From an optimization exercise on the open Yosys and OpenROAD flow, aimed at small area; shortcuts taken in it are not production practice. The RTL was checked by simulation tests, not by an equivalence proof against the original design. Power is estimated from default activity; no workload was simulated.

<file path="flow/constraint.sdc">
create_clock -name core_clock -period 10.0 [get_ports {clk}]
set_input_delay 2.0000 -clock core_clock [delete_from_list [all_inputs] [get_ports {clk}]]
set_output_delay 2.0000 -clock core_clock [all_outputs]
set_load 0.01 [all_outputs]
</file>
<file path="flow/design.v">
package bp_pkg;
	typedef struct packed {
		logic        valid;
		logic [31:0] pc;
	} bp_pred_req_t;
	typedef struct packed {
		logic        taken;
		logic        btb_hit;
		logic [31:0] target;
		logic        provider;
	} bp_pred_rsp_t;
	typedef struct packed {
		logic        valid;
		logic [31:0] pc;
		logic        taken;
		logic [31:0] target;
		logic        mispredict;
	} bp_update_t;
	typedef struct packed {
		logic updates;
		logic mispred;
		logic gshare_ok;
		logic local_ok;
		logic btb_miss;
	} bp_event_t;
	typedef struct packed {
		logic                         aw_valid;
		logic [8-1:0] aw_addr;
		logic                         w_valid;
		logic [31:0]                  w_data;
		logic [3:0]                   w_strb;
		logic                         b_ready;
		logic                         ar_valid;
		logic [8-1:0] ar_addr;
		logic                         r_ready;
	} axil_req_t;
	typedef struct packed {
		logic        aw_ready;
		logic        w_ready;
		logic        b_valid;
		logic [1:0]  b_resp;
		logic        ar_ready;
		logic        r_valid;
		logic [31:0] r_data;
		logic [1:0]  r_resp;
	} axil_rsp_t;
	typedef enum logic [1:0] {
		WR_IDLE,
		WR_HAVE_AW,
		WR_HAVE_W,
		WR_RESP
	} bp_wr_state_e;
endpackage
`timescale 1ns/1ps
module bp_predictor (
	input  logic        clk,
	input  logic        rst_n,
	input  logic        pred_valid,
	input  logic [31:0] pred_pc,
	input  logic        upd_valid,
	input  logic [31:0] upd_pc,
	input  logic        upd_taken,
	input  logic [31:0] upd_target,
	input  logic        upd_mispredict,
	input  logic        s_axil_awvalid,
	input  logic [7:0]  s_axil_awaddr,
	input  logic        s_axil_wvalid,
	input  logic [31:0] s_axil_wdata,
	input  logic [3:0]  s_axil_wstrb,
	input  logic        s_axil_bready,
	input  logic        s_axil_arvalid,
	input  logic [7:0]  s_axil_araddr,
	input  logic        s_axil_rready,
	output logic        pred_taken,
	output logic        pred_btb_hit,
	output logic [31:0] pred_target,
	output logic        pred_provider,
	output logic        s_axil_awready,
	output logic        s_axil_wready,
	output logic        s_axil_bvalid,
	output logic [1:0]  s_axil_bresp,
	output logic        s_axil_arready,
	output logic        s_axil_rvalid,
	output logic [31:0] s_axil_rdata,
	output logic [1:0]  s_axil_rresp
);
	localparam int PHT = 256;
	localparam int BTB = 32;
	logic rst;
	assign rst = !rst_n;
	function automatic logic [2*PHT-1:0] pht_pack(input logic [PHT-1:0] p, input logic [PHT-1:0] s);
		for (int r = 0; r < PHT; r++) begin
			pht_pack[2*r +: 2] = {p[r], s[r]};
		end
	endfunction
	function automatic logic [PHT-1:0] grp_pack(input logic [PHT-1:0] p);
		for (int r = 0; r < 16; r++) begin
			for (int g = 0; g < 16; g++) begin
				grp_pack[r*16 + g] = p[g*16 + r];
			end
		end
	endfunction
	logic [7:0]     ghist_q;
	logic [1:0]     chooser_q;
	logic [PHT-1:0] gs_p_q, gs_s_q, lc_p_q, lc_s_q;
	logic [7:0] p_li, p_gi, u_li, u_gi;
	assign p_li = pred_pc[9:2];
	assign p_gi = ghist_q ^ p_li;
	assign u_li = upd_pc[9:2];
	assign u_gi = ghist_q ^ u_li;
	logic [PHT-1:0] gs_wsel, lc_wsel;
	bp_onehot #(.IW(8)) u_gs_wdec (.i_idx(u_gi), .i_en(upd_valid), .i_all(rst), .o_sel(gs_wsel));
	bp_onehot #(.IW(8)) u_lc_wdec (.i_idx(u_li), .i_en(upd_valid), .i_all(rst), .o_sel(lc_wsel));
	logic [1:0] gs_u, lc_u;
	bp_andor #(.N(PHT), .W(2)) u_gs_urd (.i_sel(gs_wsel), .i_data(pht_pack(gs_p_q, gs_s_q)), .o_data(gs_u));
	bp_andor #(.N(PHT), .W(2)) u_lc_urd (.i_sel(lc_wsel), .i_data(pht_pack(lc_p_q, lc_s_q)), .o_data(lc_u));
	logic gs_ok, lc_ok;
	assign gs_ok = (gs_u[1] == upd_taken);
	assign lc_ok = (lc_u[1] == upd_taken);
	logic gs_sd, lc_sd, gs_pd, lc_pd;
	assign gs_sd = !rst && gs_ok;
	assign lc_sd = !rst && lc_ok;
	assign gs_pd = !rst && (gs_u[0] ? gs_u[1] : upd_taken);
	assign lc_pd = !rst && (lc_u[0] ? lc_u[1] : upd_taken);
	always_ff @(posedge clk) begin
		for (int r = 0; r < PHT; r++) begin
			if (gs_wsel[r]) begin
				gs_s_q[r] <= gs_sd;
				gs_p_q[r] <= gs_pd;
			end
			if (lc_wsel[r]) begin
				lc_s_q[r] <= lc_sd;
				lc_p_q[r] <= lc_pd;
			end
		end
	end
	always_ff @(posedge clk) begin
		if (rst) begin
			ghist_q   <= '0;
			chooser_q <= 2'b01;
		end else if (upd_valid) begin
			ghist_q <= {ghist_q[6:0], upd_taken};
			if (lc_ok && !gs_ok && chooser_q != 2'b11) begin
				chooser_q <= chooser_q + 2'd1;
			end else if (gs_ok && !lc_ok && chooser_q != 2'b00) begin
				chooser_q <= chooser_q - 2'd1;
			end
		end
	end
	logic [15:0] p_gi_lo, p_li_lo;
	bp_onehot #(.IW(4)) u_gs_pdec (.i_idx(p_gi[3:0]), .i_en(1'b1), .i_all(1'b0), .o_sel(p_gi_lo));
	bp_onehot #(.IW(4)) u_lc_pdec (.i_idx(p_li[3:0]), .i_en(1'b1), .i_all(1'b0), .o_sel(p_li_lo));
	logic [15:0] gs_grp, lc_grp;
	bp_andor #(.N(16), .W(16)) u_gs_prd (.i_sel(p_gi_lo), .i_data(grp_pack(gs_p_q)), .o_data(gs_grp));
	bp_andor #(.N(16), .W(16)) u_lc_prd (.i_sel(p_li_lo), .i_data(grp_pack(lc_p_q)), .o_data(lc_grp));
	logic pred_dir;
	assign pred_dir = chooser_q[1] ? lc_grp[p_li[7:4]] : gs_grp[p_gi[7:4]];
	logic [BTB-1:0] btb_v_q;
	logic [24:0]    btb_tag_q [BTB];
	logic [31:0]    btb_tgt_q [BTB];
	logic [BTB-1:0] b_wsel, b_psel;
	bp_onehot #(.IW(5)) u_b_wdec (.i_idx(upd_pc[6:2]), .i_en(upd_valid && upd_taken), .i_all(1'b0), .o_sel(b_wsel));
	bp_onehot #(.IW(5)) u_b_pdec (.i_idx(pred_pc[6:2]), .i_en(pred_valid), .i_all(1'b0), .o_sel(b_psel));
	always_ff @(posedge clk) begin
		for (int r = 0; r < BTB; r++) begin
			if (rst) begin
				btb_v_q[r] <= 1'b0;
			end else if (b_wsel[r]) begin
				btb_v_q[r] <= 1'b1;
			end
			if (b_wsel[r]) begin
				btb_tag_q[r] <= upd_pc[31:7];
				btb_tgt_q[r] <= upd_target;
			end
		end
	end
	logic [BTB*26-1:0] u_rows;
	logic [BTB*58-1:0] p_rows;
	always_comb begin
		for (int r = 0; r < BTB; r++) begin
			u_rows[r*26 +: 26] = {btb_v_q[r], btb_tag_q[r]};
			p_rows[r*58 +: 58] = {btb_v_q[r], btb_tag_q[r], btb_tgt_q[r]};
		end
	end
	logic        u_v, p_v;
	logic [24:0] u_tag, p_tag;
	logic [31:0] p_tgt;
	bp_andor #(.N(BTB), .W(26)) u_b_urd (.i_sel(b_wsel), .i_data(u_rows), .o_data({u_v, u_tag}));
	bp_andor #(.N(BTB), .W(58)) u_b_prd (.i_sel(b_psel), .i_data(p_rows), .o_data({p_v, p_tag, p_tgt}));
	logic hit, upd_hit;
	assign hit     = p_v && (p_tag == pred_pc[31:7]);
	assign upd_hit = u_v && (u_tag == upd_pc[31:7]);
	assign pred_btb_hit  = hit;
	assign pred_taken    = hit && pred_dir;
	logic [31:0] pc_next;
	assign pc_next[1:0] = pred_pc[1:0];
	bp_incr #(.W(30)) u_pc_inc (.i_a(pred_pc[31:2]), .o_y(pc_next[31:2]));
	assign pred_target   = hit ? p_tgt : pc_next;
	assign pred_provider = chooser_q[1];
	logic [4:0] ctr_inc;
	assign ctr_inc = {upd_valid && upd_taken && !upd_hit, upd_valid && lc_ok,
		upd_valid && gs_ok, upd_valid && upd_mispredict, upd_valid};
	logic       have_aw_q, have_w_q;
	logic [2:0] aw_sel_q;
	logic       aw_fire, w_fire, wr_done;
	logic [2:0] aw_sel_in, wr_sel;
	function automatic logic [2:0] ctr_sel(input logic [7:0] addr);
		case (addr)
			8'h00:   ctr_sel = 3'd0;
			8'h04:   ctr_sel = 3'd1;
			8'h08: ctr_sel = 3'd2;
			8'h0C:  ctr_sel = 3'd3;
			8'h10:  ctr_sel = 3'd4;
			default:            ctr_sel = 3'd7;
		endcase
	endfunction
	assign aw_sel_in = ctr_sel(s_axil_awaddr);
	assign aw_fire   = s_axil_awvalid && !have_aw_q;
	assign w_fire    = s_axil_wvalid && !have_w_q;
	assign wr_done   = (aw_fire || have_aw_q) && (w_fire || have_w_q) && !(have_aw_q && have_w_q);
	assign wr_sel    = have_aw_q ? aw_sel_q : aw_sel_in;
	always_ff @(posedge clk) begin
		if (rst || (have_aw_q && have_w_q && s_axil_bready)) begin
			have_aw_q <= 1'b0;
			have_w_q  <= 1'b0;
		end else begin
			if (aw_fire) have_aw_q <= 1'b1;
			if (w_fire)  have_w_q  <= 1'b1;
		end
	end
	always_ff @(posedge clk) begin
		if (aw_fire) aw_sel_q <= aw_sel_in;
	end
	logic [31:0] ctr_q [5];
	logic [31:0] ctr_d [5];
	for (genvar i = 0; i < 5; i++) begin : g_ctr
		bp_counter u_ctr (
			.i_q   (ctr_q[i]),
			.i_inc (ctr_inc[i]),
			.i_clr (rst || (wr_done && wr_sel == 3'(i))),
			.o_d   (ctr_d[i])
		);
	end
	always_ff @(posedge clk) begin
		for (int i = 0; i < 5; i++) begin
			ctr_q[i] <= ctr_d[i];
		end
	end
	logic        r_valid_q;
	logic [31:0] r_data_q;
	logic [2:0]  rd_sel;
	logic        ar_fire;
	assign rd_sel  = ctr_sel(s_axil_araddr);
	assign ar_fire = s_axil_arvalid && !r_valid_q;
	always_ff @(posedge clk) begin
		if (rst) begin
			r_valid_q <= 1'b0;
		end else if (ar_fire) begin
			r_valid_q <= 1'b1;
		end else if (s_axil_rready) begin
			r_valid_q <= 1'b0;
		end
	end
	logic [4:0]  rd_onehot;
	logic [31:0] rd_val;
	always_comb begin
		for (int i = 0; i < 5; i++) begin
			rd_onehot[i] = (rd_sel == 3'(i));
		end
	end
	bp_andor #(.N(5), .W(32)) u_rd (
		.i_sel  (rd_onehot),
		.i_data ({ctr_q[4], ctr_q[3], ctr_q[2], ctr_q[1], ctr_q[0]}),
		.o_data (rd_val)
	);
	always_ff @(posedge clk) begin
		if (ar_fire) begin
			r_data_q <= rd_val;
		end
	end
	assign s_axil_awready = !have_aw_q;
	assign s_axil_wready  = !have_w_q;
	assign s_axil_bvalid  = have_aw_q && have_w_q;
	assign s_axil_bresp   = 2'b00;
	assign s_axil_arready = !r_valid_q;
	assign s_axil_rvalid  = r_valid_q;
	assign s_axil_rdata   = r_data_q;
	assign s_axil_rresp   = 2'b00;
endmodule
module bp_onehot #(
	parameter int IW = 5
) (
	input  logic               i_en,
	input  logic               i_all,
	input  logic [IW-1:0]      i_idx,
	output logic [(1<<IW)-1:0] o_sel
);
	localparam int LW = IW / 2;
	localparam int HW = IW - LW;
	logic [(1<<LW)-1:0] lo_n;
	logic [(1<<HW)-1:0] hi_n;
	always_comb begin
		for (int i = 0; i < (1 << LW); i++) begin
			lo_n[i] = !(i_all || (i_idx[LW-1:0] == LW'(i)));
		end
		for (int i = 0; i < (1 << HW); i++) begin
			hi_n[i] = !(i_all || (i_en && i_idx[IW-1:LW] == HW'(i)));
		end
	end
	bp_nor_grid #(.NH(1 << HW), .NL(1 << LW)) u_grid (.i_hi_n(hi_n), .i_lo_n(lo_n), .o_sel(o_sel));
endmodule
module bp_nor_grid #(
	parameter int NH = 4,
	parameter int NL = 8
) (
	input  logic [NH-1:0]    i_hi_n,
	input  logic [NL-1:0]    i_lo_n,
	output logic [NH*NL-1:0] o_sel
);
	always_comb begin
		for (int r = 0; r < NH * NL; r++) begin
			o_sel[r] = !(i_hi_n[r / NL] || i_lo_n[r % NL]);
		end
	end
endmodule
module bp_andor #(
	parameter int N = 32,
	parameter int W = 32
) (
	input  logic [N-1:0]   i_sel,
	input  logic [N*W-1:0] i_data,
	output logic [W-1:0]   o_data
);
	localparam int NG = (N + 2) / 3;
	for (genvar w = 0; w < W; w++) begin : g_bit
		logic [NG:0] term_n;
		for (genvar g = 0; g < NG; g++) begin : g_grp
			if (3 * g + 2 < N) begin : g_3
				bp_ao3 u_ao (
					.i_s (i_sel[3*g +: 3]),
					.i_d ({i_data[(3*g+2)*W + w], i_data[(3*g+1)*W + w], i_data[(3*g)*W + w]}),
					.o_n (term_n[g])
				);
			end else if (3 * g + 1 < N) begin : g_2
				assign term_n[g] = !(i_sel[3*g] && i_data[(3*g)*W + w]);
				assign term_n[NG] = !(i_sel[3*g+1] && i_data[(3*g+1)*W + w]);
			end else begin : g_1
				assign term_n[g] = !(i_sel[3*g] && i_data[(3*g)*W + w]);
				assign term_n[NG] = 1'b1;
			end
		end
		if (N % 3 == 0) begin : g_pad
			assign term_n[NG] = 1'b1;
		end
		assign o_data[w] = !(&term_n);
	end
endmodule
module bp_ao3 (
	input  logic [2:0] i_s,
	input  logic [2:0] i_d,
	output logic       o_n
);
	assign o_n = !((i_s[0] && i_d[0]) || (i_s[1] && i_d[1]) || (i_s[2] && i_d[2]));
endmodule
module bp_counter (
	input  logic [31:0] i_q,
	input  logic        i_inc,
	input  logic        i_clr,
	output logic [31:0] o_d
);
	logic [8:0] c;
	assign c[0] = 1'b1;
	for (genvar k = 0; k < 8; k++) begin : g_slice
		bp_ctr_slice u_s (
			.i_q   (i_q[4*k +: 4]),
			.i_c   (c[k]),
			.i_inc (i_inc),
			.i_clr (i_clr),
			.o_d   (o_d[4*k +: 4]),
			.o_c   (c[k+1])
		);
	end
endmodule
module bp_ctr_slice (
	input  logic [3:0] i_q,
	input  logic       i_c,
	input  logic       i_inc,
	input  logic       i_clr,
	output logic [3:0] o_d,
	output logic       o_c
);
	logic [4:0] c;
	assign c[0] = i_c;
	for (genvar b = 0; b < 4; b++) begin : g_bit
		assign o_d[b]  = !i_clr && (i_q[b] ^ (i_inc && c[b]));
		assign c[b+1] = i_q[b] && c[b];
	end
	assign o_c = i_c && (&i_q);
endmodule
module bp_incr #(
	parameter int W = 30
) (
	input  logic [W-1:0] i_a,
	output logic [W-1:0] o_y
);
	localparam int NS = (W + 3) / 4;
	logic [NS*4-1:0] a, y;
	logic [NS:0]     c;
	assign a = (NS*4)'(i_a);
	assign c[0] = 1'b1;
	for (genvar k = 0; k < NS; k++) begin : g_slice
		bp_inc_slice u_s (.i_a(a[4*k +: 4]), .i_c(c[k]), .o_y(y[4*k +: 4]), .o_c(c[k+1]));
	end
	assign o_y = y[W-1:0];
endmodule
module bp_inc_slice (
	input  logic [3:0] i_a,
	input  logic       i_c,
	output logic [3:0] o_y,
	output logic       o_c
);
	logic [4:0] c;
	assign c[0] = i_c;
	for (genvar b = 0; b < 4; b++) begin : g_bit
		assign o_y[b]  = i_a[b] ^ c[b];
		assign c[b+1] = i_a[b] && c[b];
	end
	assign o_c = i_c && (&i_a);
endmodule
</file>
<file path="flow/config.mk">
export PLATFORM = sky130hd
export DESIGN_NAME = bp_predictor
export DESIGN_NICKNAME = bp_predictor
export VERILOG_FILES = /design/flow/design.v
export SDC_FILE = /design/flow/constraint.sdc
export NUM_CORES = 4
export LEC_CHECK = 0
export CAP_MARGIN = 20
export CORE_MARGIN = 2
export CORE_UTILIZATION = 45
export CTS_BUF_LIST = sky130_fd_sc_hd__clkbuf_4 sky130_fd_sc_hd__clkbuf_8
export CTS_CLUSTER_DIAMETER = 60
export CTS_CLUSTER_SIZE = 16
export PLACE_DENSITY = 0.5
export SLEW_MARGIN = 20
export SYNTH_HIERARCHICAL = 1
export SYNTH_MINIMUM_KEEP_SIZE = 0
</file>
<file path="flow/run.sh">
#!/bin/bash
# synth_recipe.tcl (not shown) runs the flow's synth.tcl, then flattens the netlist and writes it again
# the make line also repeats each setting of config.mk as NAME=value (left out here)
make -C /OpenROAD-flow-scripts/flow DESIGN_CONFIG=/design/flow/config.mk WORK_HOME=/design/flow/orfs CLKGATE_MAP_FILE= SYNTH_SCRIPT=/design/flow/synth_recipe.tcl finish
</file>
==> key figures, run 1 <==
Logic synthesis
  • Post-Syn Area: 0.121 mm²
  • Mapped Cells: 7091
  • Syn avg cell area: 17.0 µm²
  • YS warnings: 20

Drt
  • Vias: 78300
  • DRC Markers: 0
  • Pre-antenna DRT Iters: 11
  • Via density: 6.83
  • Routed WL: 396000 µm
  • Post-route ant nets: 0
  • DRT iter0 DRCs: 13800
  • Post-DR wirelength/cell: 34.6 µm

Floorplanning
  • Die Span X: 522 µm
  • CORE AREA: 0.266 mm²
  • IO Pins: 235
  • Die ar.: 0.272 mm²
  • Die height: 522 µm
  • Rows: 189
  • Initial Util: 45.3%

Setup path
  • Required time of the critical path: 8.00 ns
  • CP Capture Type: primary output
  • Worst setup startpoint: pred_pc[5]
  • Crit Path Class: input port to primary output
  • Worst reg2reg setup slack: 3.28 ns
  • Reg-to-Reg Start: ghist_q[2]$_SDFFE_PN0P_
  • Worst-path cell chain: clkdlybuf4s50_1 -> nor2_1 -> a31oi_1 -> buf_4 -> nor2_4 -> buf_4 -> a222oi_1 -> nand4_1 -> or4_1 -> xnor2_1 -> buf_4 -> nand4_1 -> or4_1 -> or4_2 -> buf_12 -> mux2_2 -> clkdlybuf4s50_1
  • Reg2reg path depth: 13
  • Critical path arrival: 7.85 ns
  • Slowest-stage cell, CP: clkdlybuf4s50_1
  • Startpoint Class: input port
  • Crit-path max cell delay: 0.69 ns
  • Critical path fanouts, max: 32
  • Worst R2R End: gs_p_q[149]$_DFFE_PP_
  • Worst setup endpoint: pred_target[0]
  • Most used cell, CP: buf_4

Place
  • GPL Wtd Cong: 0.845
  • Placed Cells incl. Taps: 11100
  • IO Port Bufs: 192
  • Dpl hpwl: 243000 µm

STA
  • Slew headroom: 23.9%
  • Final hold vios: 0
  • Final Setup Violations: 0
  • Tmin final: 9.85 ns
  • Tightest Pin Transition: 1.14 ns
  • Clock Skews: 0.0813 ns
  • Tcrit/Tclk final: 98.5%
  • Setup TNS: 0 ns
  • Final Max Tran Viols: 0
  • RSZ-0062 raised after global routing: no
  • Max Freq: 102 MHz

Final layout
  • Final cell count without fillers: 11500
  • Commonest cells after routing, fill and taps aside: 2883 x edfxtp_1, 1372 x a222oi_1, 730 x nor2_1
  • Ratio of cells with drive above 1 in the final layout: 14.1%
  • Layout area overhead: 11.5%
  • Commonest non-fill, non-tap cell in the layout: edfxtp_1
  • Final net count: 7961
  • FILL cells: 22300

Global route
  • Total gr overflow: 0
  • First-pass GRT wire length: 557000 µm
  • Largest net degree at the start of global routing: 163
  • Tot GR Track Use: 28.2%
  • Vias in the first global route: 75600
  • Antenna violations before repair: 25

Clock tree
  • # hold bufs at CTS: 0
  • CTS sink count: 3088
  • Worst-Skew Late Latency: 1.10 ns
  • CTS Buf Count: 243
  • CTS max path bufs: 4
  • Reg clk slew, reported paths: 0.09 ns
  • CTS tree: yes
  • CTS HTree Levels: 4
  • Cell chosen for the clock root: clkbuf_8

Power and ir drop
  • Maximum vdd drop: 0.000129 V
  • PwrDens: 190 mW/mm²
  • Leakage: 0.0431 µW

Min path
  • HP Class: flip-flop to flip-flop
  • Min-Delay Path Depth: 2

Status
  • Status: no timing/DRC/antenna violations

Job
  • Max Cap Viol: 0
## flip-flops by register name, summed over array words and instances, names as in the netlist
name,flops
chooser_q,2
btb_v_q,32
btb_tgt_q,1024
r_valid_q,1
gs_s_q,256
lc_p_q,256
have_w_q,1
ghist_q,8
btb_tag_q,800
have_aw_q,1
r_data_q,32
lc_s_q,256
aw_sel_q,3
ctr_q,160
gs_p_q,256
## worst max-delay path: cells and delay by family
family,cells,cell delay [ns]
AND/OR/NAND/NOR,7,2.17
AO/OA/AOI/OAI,2,0.68
XOR/XNOR,1,0.38
multiplexers,1,0.37
buffers and inverters,6,2.17
## stage by stage
stage | instance area, µm² | power [µW] | hold WS (ns) | setup WS, ns | util, %
after floorplan | 121000 | 17200 | 0.458 | 0.612 | -
after global placement | 130000 | 18700 | 0.472 | 0.192 | 48.9
after detailed placement | 130000 | 18700 | 0.484 | 0.218 | 48.9
after CTS | 134000 | 25700 | 0.497 | 0.181 | 50.6
after global routing | 134000 | 26400 | 0.523 | 0.0268 | 50.6
final | 134000 | 25500 | 0.490 | 0.154 | 50.6
## metal layers
layer  up-vias  track usage [%]  part of all wire (%)
li1      32800                -                     -
met1     40400             38.6                    40
met2      4307             45.5                    47
met3       727             5.08                   9.3
met4        20             9.52                   3.7
met5         -           0.0702                 0.033
## cell type report
cell class / count / area, µm² / share of cell area, %
Timing Repair Buffer: 600 / 5630 / 4.19
Tap cell: 3533 / 4420 / 3.29
Clock buffer: 287 / 3700 / 2.75
Inverter: 94 / 355 / 0.264
Clock inverter: 91 / 922 / 0.686
Antenna cell: 10 / 25.0 / 0.0186
Sequential cell: 3088 / 90700 / 67.5
Multi-Input combinational cell: 3752 / 28700 / 21.3
## worst min-delay path by stage
| stage | start | to | slack (ns) |
|---|---|---|---|
| floorplan | ctr_q[1][31]$_DFF_P_ | ctr_q[1][31]$_DFF_P_ | 0.46 |
| CTS | ctr_q[3][31]$_DFF_P_ | ctr_q[3][31]$_DFF_P_ | 0.50 |
| global route | btb_v_q[28]$_SDFFE_PN0P_ | btb_v_q[28]$_SDFFE_PN0P_ | 0.52 |
| global placement | btb_v_q[0]$_SDFFE_PN0P_ | btb_v_q[0]$_SDFFE_PN0P_ | 0.47 |
| detailed placement | ctr_q[1][31]$_DFF_P_ | ctr_q[1][31]$_DFF_P_ | 0.48 |
| finish | ctr_q[4][31]$_DFF_P_ | ctr_q[4][31]$_DFF_P_ | 0.49 |
## report_power, final
group / internal, µW / total (µW) / switching (µW)
Combinational: 863 / 2920 / 2060
Sequential: 15200 / 15500 / 346
Clock: 2810 / 7080 / 4270
Total: 18900 / 25500 / 6680
## what timing repair did
| item | 4_1_cts | 5_1_grt |
|---|---|---|
| gates resized for setup | 0 | 1 |
| setup endpoints to repair | 0 | 1 |
| setup buffers | 0 | 0 |
==> run 2, diff against run 1 <==
==> flow/flow/run.sh (new file) <==
#!/bin/bash
# Own layout flow: the standard flow (standard.sh, with its synthesis
# unchanged) run on a copy of config.mk with a few extra ORFS settings:
#  - port buffers use buf_4, which drives the wide input fanouts without
#    extra repair buffers (every port still gets its own buffer)
#  - CTS as in config.mk but without dummy loads
#  - power recovery after global route (downsizes cells with slack to spare)
# make's output goes to flow_make.log in this folder; ORFS writes each step's
# own log under orfs/logs.
set -euo pipefail
cd "$(dirname "$0")/.."
cp config.mk own_config.mk
cat >> own_config.mk <<'EOC'
export BUFFER_PORTS_ARGS = -buffer_cell sky130_fd_sc_hd__buf_4
export CTS_ARGS = -sink_clustering_enable -repair_clock_nets -sink_clustering_size 16 -sink_clustering_max_diameter 60 -buf_list {sky130_fd_sc_hd__clkbuf_4 sky130_fd_sc_hd__clkbuf_8} -dont_use_dummy_load
export RECOVER_POWER = 100
EOC
sed "s#DESIGN_CONFIG=[^ ]*#DESIGN_CONFIG=$PWD/own_config.mk#" standard.sh > own_standard.sh
grep -q "DESIGN_CONFIG=$PWD/own_config.mk" own_standard.sh
bash own_standard.sh > flow_make.log 2>&1
==> flow/standard.sh (new file) <==
#!/bin/bash
# synth_recipe.tcl (not shown) runs the flow's synth.tcl, then flattens the netlist and writes it again
# the make line also repeats each setting of config.mk as NAME=value (left out here)
make -C /OpenROAD-flow-scripts/flow DESIGN_CONFIG=/design/flow/config.mk WORK_HOME=/design/flow/orfs CLKGATE_MAP_FILE= SYNTH_SCRIPT=/design/flow/synth_recipe.tcl "${@:-finish}"
removed: flow/run.sh
==> key figures, run 2 <==
Floorplanning
  • IO Pins: 235 (unchanged)
  • Die Span X: 522 µm (unchanged)
  • Rows: 189 (unchanged)
  • Die ar.: 0.272 mm² (unchanged)
  • CORE AREA: 0.266 mm² (unchanged)
  • Initial Util: 45.3% (unchanged)
  • Die height: 522 µm (unchanged)

Job
  • Max Cap Viol: 30 (+30)

Logic synthesis
  • Syn avg cell area: 17.0 µm² (unchanged)
  • Mapped Cells: 7091 (unchanged)
  • Post-Syn Area: 0.121 mm² (unchanged)
  • YS warnings: 20 (unchanged)

Clock tree
  • Cell chosen for the clock root: clkbuf_8
  • Reg clk slew, reported paths: 0.08 ns (about the same)
  • CTS Buf Count: 242 (-0.41%)
  • CTS max path bufs: 4 (unchanged)
  • Postcts setup bufs: 0 (unchanged)
  • Worst-Skew Late Latency: 1.09 ns (about the same)
  • Post-CTS resize count: 0 (unchanged)
  • # hold bufs at CTS: 0 (unchanged)
  • CTS HTree Levels: 4 (unchanged)
  • CTS sink count: 3088 (unchanged)
  • CTS tree: yes

Final layout
  • Most flops, register: btb_tgt_q
  • Commonest non-fill, non-tap cell in the layout: edfxtp_1
  • FILL cells: 22500 (+0.90%)
  • Layout area overhead: 8.73%
  • Ratio of cells with drive above 1 in the final layout: 10.7% (-3.4 points)
  • Fin area: 0.131 mm² (-2.5%)
  • Max reg flops: 1024 (unchanged)
  • Commonest cells after routing, fill and taps aside: 2883 x edfxtp_1, 1372 x a222oi_1, 768 x nor2_1
  • Final net count: 7909 (-0.65%)
  • Post-layout util: 49.3% (-1.3 points)
  • Top flop regs: btb_tgt_q: 1024 flops, btb_tag_q: 800 flops

Drt
  • DRC Markers: 0 (unchanged)
  • Post-route ant nets: 0 (unchanged)
  • Routed WL: 397000 µm (+0.35%)
  • Pre-antenna DRT Iters: 15 (+4)
  • Vias: 78500 (+0.37%)
  • DRT iter0 DRCs: 14400 (+4.3%)
  • Via density: 6.96 (+1.9%)
  • Post-DR wirelength/cell: 35.2 µm (+1.9%)

STA
  • Tmin final: 9.69 ns (-0.153 ns)
  • Max Freq: 103 MHz (+1.6%)
  • Slew headroom: -111% (-130 points)
  • Final Max Tran Viols: 885 (+885)
  • Worst setup margin: 0.307 ns (+0.153 ns)
  • Clock Skews: 0.101 ns (+0.0198 ns)
  • Tcrit/Tclk final: 96.9% (-1.5 points)
  • Final Setup Violations: 0 (unchanged)
  • Worst hold slack: 0.503 ns (+0.0128 ns)
  • RSZ-0062 raised after global routing: no
  • Tightest Pin Transition: 3.16 ns (+2.02 ns)
  • Setup TNS: 0 ns (unchanged)
  • Final hold vios: 0 (unchanged)

Power and ir drop
  • Leakage: 0.0413 µW (-4.1%)
  • PwrDens: 187 mW/mm² (-1.6%)
  • Maximum vdd drop: 0.000124 V (-3.8%)

Setup path
  • Most used cell, CP: clkbuf_1
  • Worst-path cell chain: clkbuf_1 -> inv_4 -> clkbuf_1 -> a31oi_1 -> clkbuf_1 -> clkbuf_1 -> nor2_1 -> a222oi_1 -> nand4_1 -> or4_1 -> nor4_1 -> nand4_1 -> mux2i_1 -> nor2_1 -> clkbuf_4
  • Slowest-stage cell, CP: a31oi_1
  • Crit-path max cell delay: 1.66 ns (+0.97 ns)
  • Critical path fanouts, max: 54 (+69%)
  • Required time of the critical path: 10.78 ns (+2.78 ns)
  • Startpoint Class: input port
  • CP Capture Type: flip-flop
  • Crit Path Class: input port to flip-flop
  • Critical path arrival: 10.48 ns (+2.63 ns)

Global route
  • Antenna violations before repair: 18 (-28%)
  • Largest net degree at the start of global routing: 122 (-25%)
  • Tot GR Track Use: 28.3% (+0.13 points)
  • Vias in the first global route: 75300 (-0.29%)
  • First-pass GRT wire length: 558000 µm (+0.25%)
  • Total gr overflow: 0 (unchanged)

Place
  • GPL Wtd Cong: 0.858 (+1.5%)
  • IO Port Bufs: 192 (unchanged)
  • Dpl hpwl: 245000 µm (+0.89%)
  • Placed Area: 0.129 mm² (-0.86%)
  • Place WS: 0.713 ns (+0.495 ns)

Min path
  • HP Class: flip-flop to flip-flop

Status
  • Layout check faults: max-capacitance violations, max-slew violations
  • Status: finished with violations
[run 2: changes by cell type in the layout (fill, tap and decap cells not counted), sizes merged]
cell	before	now
clkbuf	287	460
clkdlybuf4s50	163	0
buf	437	331
clkinv	55	1
inv	109	93
bufinv	13	0
diode	10	22
clkinvlp	8	0
[run 2: layout make-up]
class                      instances  area (µm²)  area share [%]
clock buffer                     242        3330            2.54
multi-input combinational       3752       28400            21.6
inverter                          94         355           0.271
antenna                           22        55.1          0.0420
tap                             3533        4420            3.37
timing repair buffer             549        3830            2.92
sequential                      3088       90700            69.2
[run 2: worst paths after layout]
check,start,to,slack (ns),depth (start not counted)
min,ctr_q[0][31]$_DFF_P_,ctr_q[0][31]$_DFF_P_,0.50,2
max,rst_n,lc_p_q[230]$_DFFE_PP_,0.31,15
max reg2reg,ghist_q[6]$_SDFFE_PN0P_,ctr_q[2][31]$_DFF_P_,3.11,19
min reg2reg,ctr_q[0][31]$_DFF_P_,ctr_q[0][31]$_DFF_P_,0.50,2
[run 2: per-layer routing]
metal	part of all wire (%)	up-vias	track usage, %
li1	-	32500	-
met1	40	40800	39.8
met2	46	4518	45.0
met3	9.5	701	4.44
met4	3.7	4	9.65
met5	0.0070	-	0
[run 2: worst max-delay path: cells and delay by family]
kind                   cells  cell delay, ns
and+or+nand+nor            6            2.46
muxes                      1            0.20
AOI/OAI and AO/OA          2            2.01
buffers and inverters      6            3.68
[run 2: report_power, final]
group	internal (µW)	switching, µW
clock network	2150	3970
registers	15200	345
logic	776	2060
total	18100	6370
[run 2: metrics by stage]
step                      total power (µW)  instances
after CTS                            24700      11300
after detailed placement             18700      11000
final                                24500      11300
after floorplan                      17200       7125
after global placement               18600      11000
after global routing                 25300      11300
==> run 3, diff against run 2 <==
--- a/flow/design.v
+++ b/flow/design.v
@@ -148,8 +148,8 @@
 		end
 	end
 	logic [15:0] p_gi_lo, p_li_lo;
-	bp_onehot #(.IW(4)) u_gs_pdec (.i_idx(p_gi[3:0]), .i_en(1'b1), .i_all(1'b0), .o_sel(p_gi_lo));
-	bp_onehot #(.IW(4)) u_lc_pdec (.i_idx(p_li[3:0]), .i_en(1'b1), .i_all(1'b0), .o_sel(p_li_lo));
+	bp_onehot #(.IW(4), .USE_EN(0), .USE_ALL(0)) u_gs_pdec (.i_idx(p_gi[3:0]), .i_en(1'b1), .i_all(1'b0), .o_sel(p_gi_lo));
+	bp_onehot #(.IW(4), .USE_EN(0), .USE_ALL(0)) u_lc_pdec (.i_idx(p_li[3:0]), .i_en(1'b1), .i_all(1'b0), .o_sel(p_li_lo));
 	logic [15:0] gs_grp, lc_grp;
 	bp_andor #(.N(16), .W(16)) u_gs_prd (.i_sel(p_gi_lo), .i_data(grp_pack(gs_p_q)), .o_data(gs_grp));
 	bp_andor #(.N(16), .W(16)) u_lc_prd (.i_sel(p_li_lo), .i_data(grp_pack(lc_p_q)), .o_data(lc_grp));
@@ -159,8 +159,8 @@
 	logic [24:0]    btb_tag_q [BTB];
 	logic [31:0]    btb_tgt_q [BTB];
 	logic [BTB-1:0] b_wsel, b_psel;
-	bp_onehot #(.IW(5)) u_b_wdec (.i_idx(upd_pc[6:2]), .i_en(upd_valid && upd_taken), .i_all(1'b0), .o_sel(b_wsel));
-	bp_onehot #(.IW(5)) u_b_pdec (.i_idx(pred_pc[6:2]), .i_en(pred_valid), .i_all(1'b0), .o_sel(b_psel));
+	bp_onehot #(.IW(5), .USE_ALL(0)) u_b_wdec (.i_idx(upd_pc[6:2]), .i_en(upd_valid && upd_taken), .i_all(1'b0), .o_sel(b_wsel));
+	bp_onehot #(.IW(5), .USE_ALL(0)) u_b_pdec (.i_idx(pred_pc[6:2]), .i_en(pred_valid), .i_all(1'b0), .o_sel(b_psel));
 	always_ff @(posedge clk) begin
 		for (int r = 0; r < BTB; r++) begin
 			if (rst) begin
@@ -288,7 +288,9 @@
 	assign s_axil_rresp   = 2'b00;
 endmodule
 module bp_onehot #(
-	parameter int IW = 5
+	parameter int IW      = 5,
+	parameter bit USE_EN  = 1,
+	parameter bit USE_ALL = 1
 ) (
 	input  logic               i_en,
 	input  logic               i_all,
@@ -301,10 +303,10 @@
 	logic [(1<<HW)-1:0] hi_n;
 	always_comb begin
 		for (int i = 0; i < (1 << LW); i++) begin
-			lo_n[i] = !(i_all || (i_idx[LW-1:0] == LW'(i)));
+			lo_n[i] = !((USE_ALL && i_all) || (i_idx[LW-1:0] == LW'(i)));
 		end
 		for (int i = 0; i < (1 << HW); i++) begin
-			hi_n[i] = !(i_all || (i_en && i_idx[IW-1:LW] == HW'(i)));
+			hi_n[i] = !((USE_ALL && i_all) || ((!USE_EN || i_en) && i_idx[IW-1:LW] == HW'(i)));
 		end
 	end
 	bp_nor_grid #(.NH(1 << HW), .NL(1 << LW)) u_grid (.i_hi_n(hi_n), .i_lo_n(lo_n), .o_sel(o_sel));
@@ -371,7 +373,7 @@
 	logic [8:0] c;
 	assign c[0] = 1'b1;
 	for (genvar k = 0; k < 8; k++) begin : g_slice
-		bp_ctr_slice u_s (
+		bp_ctr_slice #(.FIRST(k == 0)) u_s (
 			.i_q   (i_q[4*k +: 4]),
 			.i_c   (c[k]),
 			.i_inc (i_inc),
@@ -381,7 +383,9 @@
 		);
 	end
 endmodule
-module bp_ctr_slice (
+module bp_ctr_slice #(
+	parameter bit FIRST = 0
+) (
 	input  logic [3:0] i_q,
 	input  logic       i_c,
 	input  logic       i_inc,
@@ -390,12 +394,12 @@
 	output logic       o_c
 );
 	logic [4:0] c;
-	assign c[0] = i_c;
+	assign c[0] = FIRST || i_c;
 	for (genvar b = 0; b < 4; b++) begin : g_bit
 		assign o_d[b]  = !i_clr && (i_q[b] ^ (i_inc && c[b]));
 		assign c[b+1] = i_q[b] && c[b];
 	end
-	assign o_c = i_c && (&i_q);
+	assign o_c = c[0] && (&i_q);
 endmodule
 module bp_incr #(
 	parameter int W = 30
@@ -404,26 +408,32 @@
 	output logic [W-1:0] o_y
 );
 	localparam int NS = (W + 3) / 4;
-	logic [NS*4-1:0] a, y;
-	logic [NS:0]     c;
-	assign a = (NS*4)'(i_a);
+	logic [NS:0] c;
 	assign c[0] = 1'b1;
 	for (genvar k = 0; k < NS; k++) begin : g_slice
-		bp_inc_slice u_s (.i_a(a[4*k +: 4]), .i_c(c[k]), .o_y(y[4*k +: 4]), .o_c(c[k+1]));
+		localparam int SW = (4 * k + 4 <= W) ? 4 : W - 4 * k;
+		bp_inc_slice #(.SW(SW), .FIRST(k == 0)) u_s (
+			.i_a (i_a[4*k +: SW]),
+			.i_c (c[k]),
+			.o_y (o_y[4*k +: SW]),
+			.o_c (c[k+1])
+		);
 	end
-	assign o_y = y[W-1:0];
 endmodule
-module bp_inc_slice (
-	input  logic [3:0] i_a,
-	input  logic       i_c,
-	output logic [3:0] o_y,
-	output logic       o_c
+module bp_inc_slice #(
+	parameter int SW    = 4,
+	parameter bit FIRST = 0
+) (
+	input  logic [SW-1:0] i_a,
+	input  logic          i_c,
+	output logic [SW-1:0] o_y,
+	output logic          o_c
 );
-	logic [4:0] c;
-	assign c[0] = i_c;
-	for (genvar b = 0; b < 4; b++) begin : g_bit
+	logic [SW:0] c;
+	assign c[0] = FIRST || i_c;
+	for (genvar b = 0; b < SW; b++) begin : g_bit
 		assign o_y[b]  = i_a[b] ^ c[b];
 		assign c[b+1] = i_a[b] && c[b];
 	end
-	assign o_c = i_c && (&i_a);
+	assign o_c = c[0] && (&i_a);
 endmodule
--- a/flow/flow/run.sh
+++ b/flow/flow/run.sh
@@ -4,7 +4,6 @@
 #  - port buffers use buf_4, which drives the wide input fanouts without
 #    extra repair buffers (every port still gets its own buffer)
 #  - CTS as in config.mk but without dummy loads
-#  - power recovery after global route (downsizes cells with slack to spare)
 # make's output goes to flow_make.log in this folder; ORFS writes each step's
 # own log under orfs/logs.
 set -euo pipefail
@@ -13,7 +12,6 @@
 cat >> own_config.mk <<'EOC'
 export BUFFER_PORTS_ARGS = -buffer_cell sky130_fd_sc_hd__buf_4
 export CTS_ARGS = -sink_clustering_enable -repair_clock_nets -sink_clustering_size 16 -sink_clustering_max_diameter 60 -buf_list {sky130_fd_sc_hd__clkbuf_4 sky130_fd_sc_hd__clkbuf_8} -dont_use_dummy_load
-export RECOVER_POWER = 100
 EOC
 sed "s#DESIGN_CONFIG=[^ ]*#DESIGN_CONFIG=$PWD/own_config.mk#" standard.sh > own_standard.sh
 grep -q "DESIGN_CONFIG=$PWD/own_config.mk" own_standard.sh
==> key figures, run 3 <==
Setup path
  • Cell family with most CP delay: simple AND/OR/NAND/NOR gates
  • Critical path fanouts, max: 34 (-37%)
  • Worst R2R End: gs_s_q[47]$_DFFE_PP_
  • Worst-path cell chain: buf_4 -> nand2b_1 -> nor2_4 -> buf_4 -> a222oi_1 -> nand4_1 -> or4_1 -> xnor2_1 -> nand4_1 -> or4_1 -> or4_4 -> mux2_2 -> buf_4
  • Worst setup startpoint: pred_pc[3]
  • Startpoint Class: input port
  • Reg2reg path depth: 14 (-5)
  • Slowest-stage cell, CP: nor2_4
  • Crit Path Class: input port to primary output
  • Most used cell, CP: buf_4
  • Worst setup endpoint: pred_target[31]
  • Critical path arrival: 7.54 ns (-2.94 ns)
  • Required time of the critical path: 8.00 ns (-2.78 ns)
  • Crit-path max cell delay: 1.01 ns (-0.65 ns)
  • Worst reg2reg setup slack: 3.20 ns (+0.09 ns)
  • Reg-to-Reg Start: ghist_q[2]$_SDFFE_PN0P_
  • Number of cells on the critical path: 13 (-2)
  • Worst Path Buf+Inv: 3 (-3)
  • CP Capture Type: primary output

Clock tree
  • Worst-Skew Late Latency: 1.10 ns (about the same)
  • CTS HTree Levels: 4 (unchanged)
  • Reg clk slew, reported paths: 0.11 ns (+0.03 ns)
  • CTS tree: yes
  • CTS max path bufs: 4 (unchanged)
  • CTS sink count: 3088 (unchanged)
  • # hold bufs at CTS: 0 (unchanged)
  • Cell chosen for the clock root: clkbuf_8
  • Post-CTS resize count: 0 (unchanged)
  • Postcts setup bufs: 0 (unchanged)
  • CTS Buf Count: 246 (+1.7%)

Final layout
  • Final cell count without fillers: 11200 (-0.72%)
  • Max reg flops: 1024 (unchanged)
  • Layout area overhead: 9.53%
  • Post-layout util: 49.7% (+0.37 points)
  • Commonest cells after routing, fill and taps aside: 2883 x edfxtp_1, 1372 x a222oi_1, 725 x nor2_1
  • Commonest non-fill, non-tap cell in the layout: edfxtp_1
  • Most flops, register: btb_tgt_q
  • FF/Latch Area: 0.0907 mm² (unchanged)
  • Top flop regs: btb_tgt_q: 1024 flops, btb_tag_q: 800 flops
  • FILL cells: 22100 (-1.5%)
  • Final net count: 7837 (-0.91%)
  • Area of the multi-input gates: 0.0285 mm² (+0.57%)
  • Ratio of cells with drive above 1 in the final layout: 14.6% (+3.8 points)

Power and ir drop
  • Gate power share: 7.0% (-4.6 points)
  • Pwr Total: 22300 µW (-9.1%)
  • PwrDens: 169 mW/mm² (-9.7%)
  • Sw frac: 23.4% (-2.6 points)
  • Reg power frac: 65.4% (+1.9 points)
  • Maximum vdd drop: 0.000117 V (-6.0%)
  • Clock power frac: 27.6% (+2.6 points)
  • Leakage: 0.0416 µW (+0.77%)
  • Net Sw Power: 5220 µW (-18%)
  • Int Pwr: 17100 µW (-5.9%)

STA
  • Setup TNS: 0 ns (unchanged)
  • Tcrit/Tclk final: 95.4% (-1.5 points)
  • Max Freq: 105 MHz (+1.6%)
  • Tmin final: 9.54 ns (-0.149 ns)
  • Worst hold slack: 0.502 ns (-0.000505 ns)
  • Final Setup Violations: 0 (unchanged)
  • Clock Skews: 0.106 ns (+0.00475 ns)
  • Final Max Tran Viols: 0 (-100%)
  • Final hold vios: 0 (unchanged)
  • Tightest Pin Transition: 1.20 ns (-1.96 ns)
  • RSZ-0062 raised after global routing: no
  • Slew headroom: 19.0% (+130 points)

Floorplanning
  • Rows: 189 (unchanged)
  • Die height: 521 µm (about the same)
  • IO Pins: 235 (unchanged)
  • Initial Util: 45.3% (about the same)
  • Die Span X: 521 µm (about the same)
  • CORE AREA: 0.266 mm² (about the same)
  • Die ar.: 0.272 mm² (about the same)

Status
  • Status: no timing/DRC/antenna violations

Logic synthesis
  • YS warnings: 20 (unchanged)
  • Post-Syn Area: 0.120 mm² (about the same)
  • Syn avg cell area: 17.1 µm² (+0.61%)
  • Mapped Cells: 7043 (-0.68%)

Drt
  • Routed WL: 408000 µm (+2.7%)
  • Pre-antenna DRT Iters: 14 (-1)
  • Vias: 78800 (+0.36%)
  • Post-DR wirelength/cell: 36.4 µm (+3.4%)
  • Via density: 7.04 (+1.1%)
  • DRC Markers: 0 (unchanged)
  • DRT iter0 DRCs: 15000 (+3.6%)
  • Post-route ant nets: 0 (unchanged)

Global route
  • Vias in the first global route: 75300 (unchanged)
  • Antenna violations before repair: 18 (unchanged)
  • Total gr overflow: 0 (unchanged)
  • Largest net degree at the start of global routing: 167 (+37%)
  • Tot GR Track Use: 29.0% (+0.71 points)
  • First-pass GRT wire length: 567000 µm (+1.6%)

Job
  • Max Cap Viol: 0 (-100%)

Place
  • IO Port Bufs: 192 (unchanged)
  • GPL Wtd Cong: 0.854 (-0.40%)
  • Placed Cells incl. Taps: 10900 (-0.72%)
  • Dpl hpwl: 251000 µm (+2.5%)

Min path
  • HP Class: flip-flop to flip-flop
## run 3: cell type report
type | instances | area share, %
sequential | 3088 | 68.7
antenna | 16 | 0.0304
tap | 3533 | 3.35
clock buffer | 246 | 2.57
inverter | 73 | 0.210
multi-input combinational | 3698 | 21.6
timing repair buffer | 545 | 3.47
## run 3: power by group through the flow
stage	Sequential, µW	Combinational, µW	Clock (µW)
finish	14600	1560	6160
floorplan	14800	774	0
global route	14600	1630	6720
CTS	14600	1550	6310
detailed placement	14900	1540	0
global placement	14800	1520	0
## run 3: per-layer routing
layer,vias up,routed length (µm),GRT usage [%]
li1,32400,-,-
met1,41100,162000,40.4
met2,4616,190000,46.1
met3,703,40000,5.17
met4,14,15500,9.94
met5,-,80,0
## run 3: worst min path at each step
stage,start,end,slack [ns],depth (start not counted)
final,chooser_q[0]$_SDFFE_PN1P_,chooser_q[1]$_SDFFE_PN0P_,0.50,2
after global routing,chooser_q[0]$_SDFFE_PN1P_,chooser_q[1]$_SDFFE_PN0P_,0.53,2
after CTS,ctr_q[1][31]$_DFF_P_,ctr_q[1][31]$_DFF_P_,0.50,2
after detailed placement,btb_v_q[3]$_SDFFE_PN0P_,btb_v_q[3]$_SDFFE_PN0P_,0.48,2
after global placement,ctr_q[1][31]$_DFF_P_,ctr_q[1][31]$_DFF_P_,0.47,2
after floorplan,ctr_q[1][31]$_DFF_P_,ctr_q[1][31]$_DFF_P_,0.46,2
## run 3: tightest hold or removal path, stage by stage (launching register included)
cell     delay, ns
dfxtp_1       0.34
o21ai_0       0.07
a21oi_1       0.06
## run 3: stage by stage
stage          setup slack [ns]  area (µm²)
6_report                  0.455      132000
5_1_grt                   0.489      132000
4_1_cts                   0.614      132000
3_5_place_dp              0.613      128000
3_3_place_gp              0.609      128000
2_1_floorplan             0.483      120000
==> run 4, diff against run 3 <==
--- a/flow/flow/run.sh
+++ b/flow/flow/run.sh
@@ -4,6 +4,10 @@
 #  - port buffers use buf_4, which drives the wide input fanouts without
 #    extra repair buffers (every port still gets its own buffer)
 #  - CTS as in config.mk but without dummy loads
+#  - power recovery after global route (downsizes cells with slack to spare),
+#    followed by a second repair_design so that no downsized driver is left
+#    with a slew or capacitance violation; this uses a copy of ORFS's scripts
+#    folder whose global_route.tcl gets that one extra step
 # make's output goes to flow_make.log in this folder; ORFS writes each step's
 # own log under orfs/logs.
 set -euo pipefail
@@ -12,7 +16,18 @@
 cat >> own_config.mk <<'EOC'
 export BUFFER_PORTS_ARGS = -buffer_cell sky130_fd_sc_hd__buf_4
 export CTS_ARGS = -sink_clustering_enable -repair_clock_nets -sink_clustering_size 16 -sink_clustering_max_diameter 60 -buf_list {sky130_fd_sc_hd__clkbuf_4 sky130_fd_sc_hd__clkbuf_8} -dont_use_dummy_load
+export RECOVER_POWER = 100
 EOC
+rm -rf own_scripts
+cp -r "$FLOW_HOME/scripts" own_scripts
+python3 - <<'EOP'
+p = "own_scripts/global_route.tcl"
+s = open(p).read()
+old = "  recover_power_helper\n"
+assert s.count(old) == 1
+s = s.replace(old, old + "  log_cmd estimate_parasitics -global_routing\n  repair_design_helper\n")
+open(p, "w").write(s)
+EOP
 sed "s#DESIGN_CONFIG=[^ ]*#DESIGN_CONFIG=$PWD/own_config.mk#" standard.sh > own_standard.sh
 grep -q "DESIGN_CONFIG=$PWD/own_config.mk" own_standard.sh
-bash own_standard.sh > flow_make.log 2>&1
+bash own_standard.sh "SCRIPTS_DIR=$PWD/own_scripts" finish > flow_make.log 2>&1
==> key figures, run 4 <==
Clock tree
  • # hold bufs at CTS: 0 (unchanged)
  • CTS tree: yes
  • CTS sink count: 3088 (unchanged)
  • Postcts setup bufs: 0 (unchanged)
  • CTS HTree Levels: 4 (unchanged)
  • CTS Buf Count: 246 (unchanged)
  • Worst-Skew Late Latency: 1.10 ns (about the same)
  • Cell chosen for the clock root: clkbuf_8
  • CTS max path bufs: 4 (unchanged)
  • Post-CTS resize count: 0 (unchanged)
  • Reg clk slew, reported paths: 0.09 ns (-0.02 ns)

Final layout
  • Most flops, register: btb_tgt_q
  • Ratio of cells with drive above 1 in the final layout: 12.4% (-2.1 points)
  • FILL cells: 22300 (+0.66%)
  • Layout area overhead: 9.43% (about the same)
  • Top flop regs: btb_tgt_q: 1024 flops, btb_tag_q: 800 flops
  • Max reg flops: 1024 (unchanged)
  • Commonest non-fill, non-tap cell in the layout: edfxtp_1
  • Final net count: 7887 (+0.64%)
  • Area of the multi-input gates: 0.0281 mm² (-1.3%)
  • Commonest cells after routing, fill and taps aside: 2883 x edfxtp_1, 1372 x a222oi_1, 770 x nor2_1
  • FF/Latch Area: 0.0907 mm² (unchanged)

Global route
  • Tot GR Track Use: 29.0% (unchanged)
  • Antenna violations before repair: 31 (+13)
  • Vias in the first global route: 75300 (unchanged)
  • Total gr overflow: 0 (unchanged)
  • First-pass GRT wire length: 567000 µm (unchanged)
  • Largest net degree at the start of global routing: 167 (unchanged)

Floorplanning
  • Die ar.: 0.272 mm² (unchanged)
  • Die Span X: 521 µm (unchanged)
  • CORE AREA: 0.266 mm² (unchanged)
  • Rows: 189 (unchanged)
  • IO Pins: 235 (unchanged)
  • Initial Util: 45.3% (unchanged)
  • Die height: 521 µm (unchanged)

STA
  • Worst hold slack: 0.504 ns (+0.00206 ns)
  • Final Max Tran Viols: 0 (unchanged)
  • Tmin final: 9.60 ns (+0.0584 ns)
  • Clock Skews: 0.110 ns (+0.00399 ns)
  • Setup TNS: 0 ns (unchanged)
  • Tightest Pin Transition: 1.21 ns (+0.00651 ns)
  • Slew headroom: 18.6% (-0.44 points)
  • Tcrit/Tclk final: 96.0% (+0.58 points)
  • Max Freq: 104 MHz (-0.61%)
  • RSZ-0062 raised after global routing: no
  • Final hold vios: 0 (unchanged)
  • Final Setup Violations: 0 (unchanged)

Power and ir drop
  • Maximum vdd drop: 0.000129 V (+11%)
  • PwrDens: 169 mW/mm² (about the same)
  • Leakage: 0.0413 µW (-0.79%)

Status
  • Status: no timing/DRC/antenna violations

Setup path
  • Startpoint Class: input port
  • Critical path arrival: 7.60 ns (+0.06 ns)
  • Required time of the critical path: 8.00 ns (about the same)
  • Crit Path Class: input port to primary output
  • Worst reg2reg setup slack: 3.00 ns (-0.20 ns)
  • CP Capture Type: primary output
  • Critical path fanouts, max: 34 (unchanged)

Place
  • IO Port Bufs: 192 (unchanged)
  • Dpl hpwl: 251000 µm (unchanged)
  • GPL Wtd Cong: 0.854 (unchanged)

Logic synthesis
  • YS warnings: 20 (unchanged)
  • Post-Syn Area: 0.120 mm² (unchanged)
  • Syn avg cell area: 17.1 µm² (unchanged)
  • Mapped Cells: 7043 (unchanged)

Job
  • Max Cap Viol: 0 (unchanged)

Drt
  • Pre-antenna DRT Iters: 13 (-1)
  • Vias: 78900 (+0.11%)
  • Post-DR wirelength/cell: 36.2 µm (-0.58%)
  • DRC Markers: 0 (unchanged)
  • DRT iter0 DRCs: 15100 (+1.1%)
  • Routed WL: 408000 µm (about the same)
  • Post-route ant nets: 0 (unchanged)
  • Via density: 7.01 (-0.44%)

Min path
  • HP Class: flip-flop to flip-flop
-- run 4: final timing paths --
kind / cells past startpoint / startpoint / end
max: 13 / pred_pc[3] / pred_target[31]
min: 2 / ctr_q[1][31]$_DFF_P_ / ctr_q[1][31]$_DFF_P_
max reg2reg: 14 / ghist_q[2]$_SDFFE_PN0P_ / gs_s_q[107]$_DFFE_PP_
min reg2reg: 2 / ctr_q[1][31]$_DFF_P_ / ctr_q[1][31]$_DFF_P_
-- run 4: critical path: stages --
cell and delay, ns:
clkbuf_2 0.28, nand2b_1 0.65, nor2_4 1.02, buf_4 0.70, a222oi_1 0.20, nand4_1 0.15, or4_1 0.25, xnor2_1 0.19
nand4_1 0.18, or4_1 0.48, or4_4 0.75, mux2_2 0.49, buf_4 0.18
-- run 4: final cells by class --
type	count	area share (%)
Antenna cell	27	0.0513
Clock buffer	246	2.57
Inverter	73	0.210
Multi-Input combinational cell	3698	21.4
Sequential cell	3088	68.8
Tap cell	3533	3.35
Timing Repair Buffer	595	3.65
-- run 4: metrics by stage --
step	area (µm²)	cells	total power [µW]	utilization [%]	setup slack, ns
finish	132000	11300	22300	49.6	0.397
global route	132000	11300	22900	49.6	0.394
CTS	132000	11200	22400	49.7	0.614
detailed placement	128000	10900	16400	48.4	0.613
global placement	128000	10900	16400	48.4	0.609
floorplan	120000	7046	15600	-	0.483
-- run 4: routing by layer --
metal | up-vias | part of all wire [%] | wire length [µm] | track usage [%]
met5 | - | 0.025 | 103 | 0
met4 | 16 | 3.8 | 15700 | 9.94
met3 | 722 | 9.6 | 39200 | 5.17
met2 | 4481 | 46 | 189000 | 46.1
met1 | 41200 | 40 | 163000 | 40.4
li1 | 32500 | - | - | -
-- run 4: power breakdown --
part / switching (µW) / total (µW) / internal, µW / leakage (µW)
registers: 113 / 14600 / 14500 / 0.0279
clock network: 3970 / 6150 / 2180 / 0.00177
logic: 1130 / 1540 / 407 / 0.0116
total: 5210 / 22300 / 17000 / 0.0413
==> run 5, diff against run 4 <==
--- a/flow/config.mk
+++ b/flow/config.mk
@@ -7,11 +7,11 @@
 export LEC_CHECK = 0
 export CAP_MARGIN = 20
 export CORE_MARGIN = 2
-export CORE_UTILIZATION = 45
+export CORE_UTILIZATION = 55
 export CTS_BUF_LIST = sky130_fd_sc_hd__clkbuf_4 sky130_fd_sc_hd__clkbuf_8
 export CTS_CLUSTER_DIAMETER = 60
 export CTS_CLUSTER_SIZE = 16
-export PLACE_DENSITY = 0.5
+export PLACE_DENSITY = 0.6
 export SLEW_MARGIN = 20
 export SYNTH_HIERARCHICAL = 1
 export SYNTH_MINIMUM_KEEP_SIZE = 0
==> key figures, run 5 <==
Floorplanning
  • Die height: 472 µm (-9.5%)
  • IO Pins: 235 (unchanged)
  • Initial Util: 55.4% (+10 points)
  • Die ar.: 0.223 mm² (-18%)
  • CORE AREA: 0.217 mm² (-18%)
  • Rows: 171 (-9.5%)
  • Die Span X: 472 µm (-9.5%)

Clock tree
  • CTS tree: yes
  • CTS sink count: 3088 (unchanged)
  • CTS Buf Count: 224 (-8.9%)
  • Postcts setup bufs: 0 (unchanged)
  • # hold bufs at CTS: 0 (unchanged)
  • Post-CTS resize count: 0 (unchanged)
  • CTS max path bufs: 3 (-1)
  • Cell chosen for the clock root: clkbuf_8
  • Reg clk slew, reported paths: 0.08 ns (about the same)
  • CTS HTree Levels: 4 (unchanged)
  • Worst-Skew Late Latency: 1.06 ns (-0.04 ns)

Min path
  • Min-Delay Path Depth: 2 (unchanged)
  • Worst Min Path Start: ctr_q[3][31]$_DFF_P_
  • Endpoint, Worst Hold: ctr_q[3][31]$_DFF_P_
  • HP Class: flip-flop to flip-flop

Final layout
  • FILL cells: 16300 (-27%)
  • Max reg flops: 1024 (unchanged)
  • Ratio of cells with drive above 1 in the final layout: 11.7% (-0.70 points)
  • Most flops, register: btb_tgt_q
  • FF/Latch Area: 0.0907 mm² (unchanged)
  • Layout area overhead: 7.86%
  • Area of the multi-input gates: 0.0281 mm² (-0.20%)
  • Final net count: 7791 (-1.2%)
  • Commonest non-fill, non-tap cell in the layout: edfxtp_1
  • Top flop regs: btb_tgt_q: 1024 flops, btb_tag_q: 800 flops
  • Final cell count without fillers: 10500 (-6.8%)
  • Commonest cells after routing, fill and taps aside: 2883 x edfxtp_1, 1372 x a222oi_1, 776 x nor2_1

Place
  • Placed Cells incl. Taps: 10200 (-6.8%)
  • GPL Wtd Cong: 0.865 (+1.3%)
  • Dpl hpwl: 224000 µm (-11%)
  • IO Port Bufs: 192 (unchanged)

Power and ir drop
  • Leakage: 0.0409 µW (-1.1%)
  • Maximum vdd drop: 0.000152 V (+18%)
  • PwrDens: 168 mW/mm² (-0.32%)

Global route
  • Antenna violations before repair: 29 (-6.5%)
  • Largest net degree at the start of global routing: 95 (-43%)
  • Total gr overflow: 0 (unchanged)
  • Tot GR Track Use: 32.4% (+3.3 points)
  • Vias in the first global route: 74200 (-1.5%)
  • First-pass GRT wire length: 526000 µm (-7.2%)

Setup path
  • Worst reg2reg setup slack: 2.70 ns (-0.30 ns)
  • Reg-to-Reg Start: ghist_q[1]$_SDFFE_PN0P_
  • Startpoint Class: input port
  • Reg2reg path depth: 12 (-2)
  • Critical path fanouts, max: 32 (-5.9%)
  • Required time of the critical path: 8.00 ns (about the same)
  • Crit Path Class: input port to primary output
  • Critical path arrival: 7.50 ns (-0.10 ns)
  • Worst R2R End: gs_s_q[119]$_DFFE_PP_
  • CP Capture Type: primary output

STA
  • RSZ-0062 raised after global routing: no
  • Setup TNS: 0 ns (unchanged)
  • Tcrit/Tclk final: 95.0% (-1.0 points)
  • Final Max Tran Viols: 0 (unchanged)
  • Tmin final: 9.50 ns (-0.103 ns)
  • Final Setup Violations: 0 (unchanged)
  • Tightest Pin Transition: 1.29 ns (+0.0777 ns)
  • Clock Skews: 0.0837 ns (-0.0262 ns)
  • Final hold vios: 0 (unchanged)
  • Max Freq: 105 MHz (+1.1%)
  • Slew headroom: 14.1% (-4.4 points)

Drt
  • DRT iter0 DRCs: 16200 (+7.2%)
  • DRC Markers: 0 (unchanged)
  • Pre-antenna DRT Iters: 17 (+4)
  • Vias: 78700 (-0.26%)
  • Post-route ant nets: 0 (unchanged)
  • Via density: 7.50 (+7.1%)
  • Post-DR wirelength/cell: 35.4 µm (-2.1%)
  • Routed WL: 372000 µm (-8.8%)

Logic synthesis
  • Syn avg cell area: 17.1 µm² (unchanged)
  • YS warnings: 20 (unchanged)
  • Post-Syn Area: 0.120 mm² (unchanged)
  • Mapped Cells: 7043 (unchanged)

Job
  • Max Cap Viol: 0 (unchanged)

Status
  • Status: no timing/DRC/antenna violations
==> run 5: worst max path at each step <==
stage,from,cells past startpoint,slack (ns),endpoint
2_1_floorplan,upd_valid,15,0.48,ctr_q[4][0]$_DFF_P_
3_3_place_gp,pred_pc[6],12,0.98,pred_target[31]
3_5_place_dp,pred_pc[2],12,0.95,pred_target[31]
4_1_cts,pred_pc[2],12,0.93,pred_target[31]
5_1_grt,pred_pc[6],12,0.53,pred_target[31]
6_report,pred_pc[6],12,0.50,pred_target[31]
==> run 5: critical path: stages <==
cell and delay (ns):
clkbuf_2 0.59, nand4b_1 0.53, nor2_4 1.05, buf_4 0.61
a222oi_1 0.15, nand4_1 0.13, or4_1 0.32, nand2_1 0.17
or4_1 0.43, or4_4 0.78, mux2_1 0.49, buf_4 0.16
==> run 5: stage by stage <==
| step | power (µW) | util, % | instance area [µm²] | setup WS (ns) | hold WS [ns] |
|---|---|---|---|---|---|
| 4_1_cts | 21900 | 59.8 | 130000 | 0.930 | 0.495 |
| 3_5_place_dp | 16300 | 58.4 | 127000 | 0.954 | 0.482 |
| 3_3_place_gp | 16300 | 58.4 | 127000 | 0.982 | 0.467 |
| 5_1_grt | 22500 | 59.7 | 130000 | 0.529 | 0.523 |
| 2_1_floorplan | 15600 | - | 120000 | 0.483 | 0.458 |
| 6_report | 21900 | 59.8 | 130000 | 0.500 | 0.498 |
==> run 5: layout make-up <==
type                            instances  area share (%)
Sequential cell                      3088            69.8
Multi-Input combinational cell       3698            21.6
Timing Repair Buffer                  521            3.17
Tap cell                             2854            2.75
Clock buffer                          224            2.37
Inverter                               73           0.213
Antenna cell                           32          0.0616
==> run 5: per-layer routing <==
metal  global-route usage, %  up-vias  routed length, µm
li1                        -    32300                  -
met1                    45.9    40200             142000
met2                    50.5     5437             172000
met3                    6.46      763              44500
met4                    11.0       10              14000
met5                       0        -                152
==> run 5: power by group <==
part | leakage, µW | internal (µW) | total, µW | switching (µW)
combinational | 0.0113 | 396 | 1470 | 1070
clock | 0.00161 | 1990 | 5830 | 3840
sequential | 0.0279 | 14500 | 14600 | 118
total | 0.0409 | 16800 | 21900 | 5020
==> run 6, diff against run 5 <==
--- a/flow/config.mk
+++ b/flow/config.mk
@@ -7,11 +7,11 @@
 export LEC_CHECK = 0
 export CAP_MARGIN = 20
 export CORE_MARGIN = 2
-export CORE_UTILIZATION = 55
+export CORE_UTILIZATION = 60
 export CTS_BUF_LIST = sky130_fd_sc_hd__clkbuf_4 sky130_fd_sc_hd__clkbuf_8
 export CTS_CLUSTER_DIAMETER = 60
 export CTS_CLUSTER_SIZE = 16
-export PLACE_DENSITY = 0.6
+export PLACE_DENSITY = 0.65
 export SLEW_MARGIN = 20
 export SYNTH_HIERARCHICAL = 1
 export SYNTH_MINIMUM_KEEP_SIZE = 0
==> key figures, run 6 <==
Global route
  • Vias in the first global route: 75500 (+1.8%)
  • Tot GR Track Use: 35.4% (+3.0 points)
  • Largest net degree at the start of global routing: 257 (+170%)

Floorplanning
  • Die Span X: 452 µm (-4.2%)
  • Initial Util: 60.3% (+4.9 points)

STA
  • RSZ-0062 raised after global routing: no
  • Tmin final: 9.61 ns (+0.110 ns)
  • Tcrit/Tclk final: 96.1% (+1.1 points)
  • Final hold vios: 0 (unchanged)
  • Slew headroom: 15.6% (+1.4 points)
  • Setup TNS: 0 ns (unchanged)
  • Final Max Tran Viols: 0 (unchanged)
  • Tightest Pin Transition: 1.27 ns (-0.0216 ns)
  • Clock Skews: 0.0822 ns (-0.00146 ns)

Final layout
  • Fin area: 0.130 mm² (about the same)
  • Top flop regs: btb_tgt_q: 1024 flops, btb_tag_q: 800 flops
  • Most flops, register: btb_tgt_q
  • Ratio of cells with drive above 1 in the final layout: 11.8% (+0.070 points)
  • Commonest non-fill, non-tap cell in the layout: edfxtp_1
  • Commonest cells after routing, fill and taps aside: 2883 x edfxtp_1, 1372 x a222oi_1, 780 x nor2_1

Status
  • Status: no timing/DRC/antenna violations

Setup path
  • Worst R2R End: gs_s_q[54]$_DFFE_PP_
  • Reg-to-Reg Start: ghist_q[2]$_SDFFE_PN0P_
  • Crit Path Class: input port to primary output
  • CP Capture Type: primary output
  • Worst-path cell chain: clkbuf_2 -> nand2b_1 -> nor2_4 -> buf_4 -> a222oi_1 -> nand4_1 -> or4_1 -> xor2_1 -> nand4b_1 -> or4_1 -> or4_4 -> mux2_1 -> buf_4
  • Required time of the critical path: 8.00 ns (about the same)
  • Critical path arrival: 7.61 ns (+0.11 ns)
  • Slowest-stage cell, CP: nand2b_1
  • Startpoint Class: input port
  • Worst reg2reg setup slack: 2.72 ns (+0.02 ns)

Drt
  • Routed WL: 370000 µm (-0.52%)
  • Via density: 7.70 (+2.6%)
  • Vias: 79600 (+1.1%)
  • Post-DR wirelength/cell: 35.8 µm (+0.99%)
  • Post-route ant nets: 0 (unchanged)

Clock tree
  • CTS HTree Levels: 4 (unchanged)
  • CTS sink count: 3088 (unchanged)
  • # hold bufs at CTS: 0 (unchanged)
  • Reg clk slew, reported paths: 0.09 ns (about the same)
  • Cell chosen for the clock root: clkbuf_8
  • CTS tree: yes
  • CTS Buf Count: 220 (-1.8%)

Power and ir drop
  • Maximum vdd drop: 0.000156 V (+2.4%)
  • Leakage: 0.0410 µW (+0.33%)

Min path
  • Endpoint, Worst Hold: ctr_q[4][31]$_DFF_P_
  • Min-Delay Path Depth: 2 (unchanged)

Logic synthesis
  • YS warnings: 20 (unchanged)

Place
  • GPL Wtd Cong: 0.925 (+6.9%)
-- run 6: per-layer routing --
layer | up-vias | GRT usage [%] | routed length [µm]
met2 | 6189 | 54.1 | 168000
met1 | 40000 | 49.2 | 133000
li1 | 32400 | - | -
met5 | - | 0 | 45
met4 | 6 | 15.5 | 18100
met3 | 1033 | 7.96 | 50000
-- run 6: worst max-delay path by stage --
stage / startpoint / endpoint / depth (start not counted)
6_report: pred_pc[3] / pred_target[10] / 13
5_1_grt: pred_pc[3] / pred_target[10] / 13
2_1_floorplan: upd_valid / ctr_q[4][0]$_DFF_P_ / 15
3_3_place_gp: pred_pc[3] / pred_target[31] / 13
3_5_place_dp: pred_pc[3] / pred_target[31] / 13
4_1_cts: pred_pc[3] / pred_target[31] / 13
-- run 6: layout make-up --
cell class | count | area, µm² | share of cell area (%)
flip-flops and latches | 3088 | 90700 | 69.8
multi-input cells | 3698 | 28100 | 21.6
repair buffers | 573 | 4430 | 3.41
well taps | 2656 | 3320 | 2.56
clock buffers | 220 | 3030 | 2.33
inverters | 73 | 277 | 0.213
diodes | 25 | 62.6 | 0.0482
-- run 6: through the flow --
stage | util [%] | setup slack (ns) | power (µW) | cells | hold WS (ns)
3_5_place_dp | 63.6 | 0.735 | 16300 | 10000 | 0.487
6_report | 65.0 | 0.391 | 21800 | 10300 | 0.499
5_1_grt | 65.0 | 0.380 | 22300 | 10300 | 0.533
2_1_floorplan | - | 0.483 | 15600 | 7046 | 0.458
3_3_place_gp | 63.6 | 0.742 | 16300 | 10000 | 0.472
4_1_cts | 65.1 | 0.728 | 21800 | 10300 | 0.503
-- run 6: worst max-delay path, delay by kind of cell --
family	cells	cell delay (ns)
xor gates and xnor gates	1	0.20
muxes	1	0.57
and+or+nand+nor	7	3.50
buffers and inverters	3	0.89
AOI/OAI and AO/OA	1	0.41
-- run 6: report_power, final --
group	total, µW	internal [µW]	switching (µW)
Clock	5740	1960	3780
Combinational	1450	395	1050
Sequential	14600	14500	120

## separate check: timing with driven ports
In the flow no input, the clock included, has a driving cell. The finished layouts below were timed again as built, in two steps.
Step 1: set_driving_cell puts a clkbuf_16 on clk and a buf_2 on each other input, an assumption about the parent block.
Step 2, shift: input delay + t, output delay - t, t = (earliest + latest rising clock arrival at the registers) / 2. This alone moves slack from input paths to output paths.
Slacks: ideal / step 1 / step 2; pairs: ideal / step 1.
| run | t, ns | slack for setup (ns) | max-slew violations |
|---|---|---|---|
| run 1 | 1.161 | 0.154 / -0.006 / -0.006 | 0 / 0 |
| run 2 | 1.137 | 0.307 / 0.351 / -0.780 | 885 / 952 |
| run 3 | 1.135 | 0.455 / 0.433 / 0.433 | 0 / 0 |
| run 4 | 1.139 | 0.397 / 0.374 / 0.374 | 0 / 0 |
| run 5 | 1.099 | 0.500 / 0.480 / 0.308 | 0 / 0 |
| run 6 | 1.110 | 0.391 / 0.366 / 0.138 | 0 / 0 |
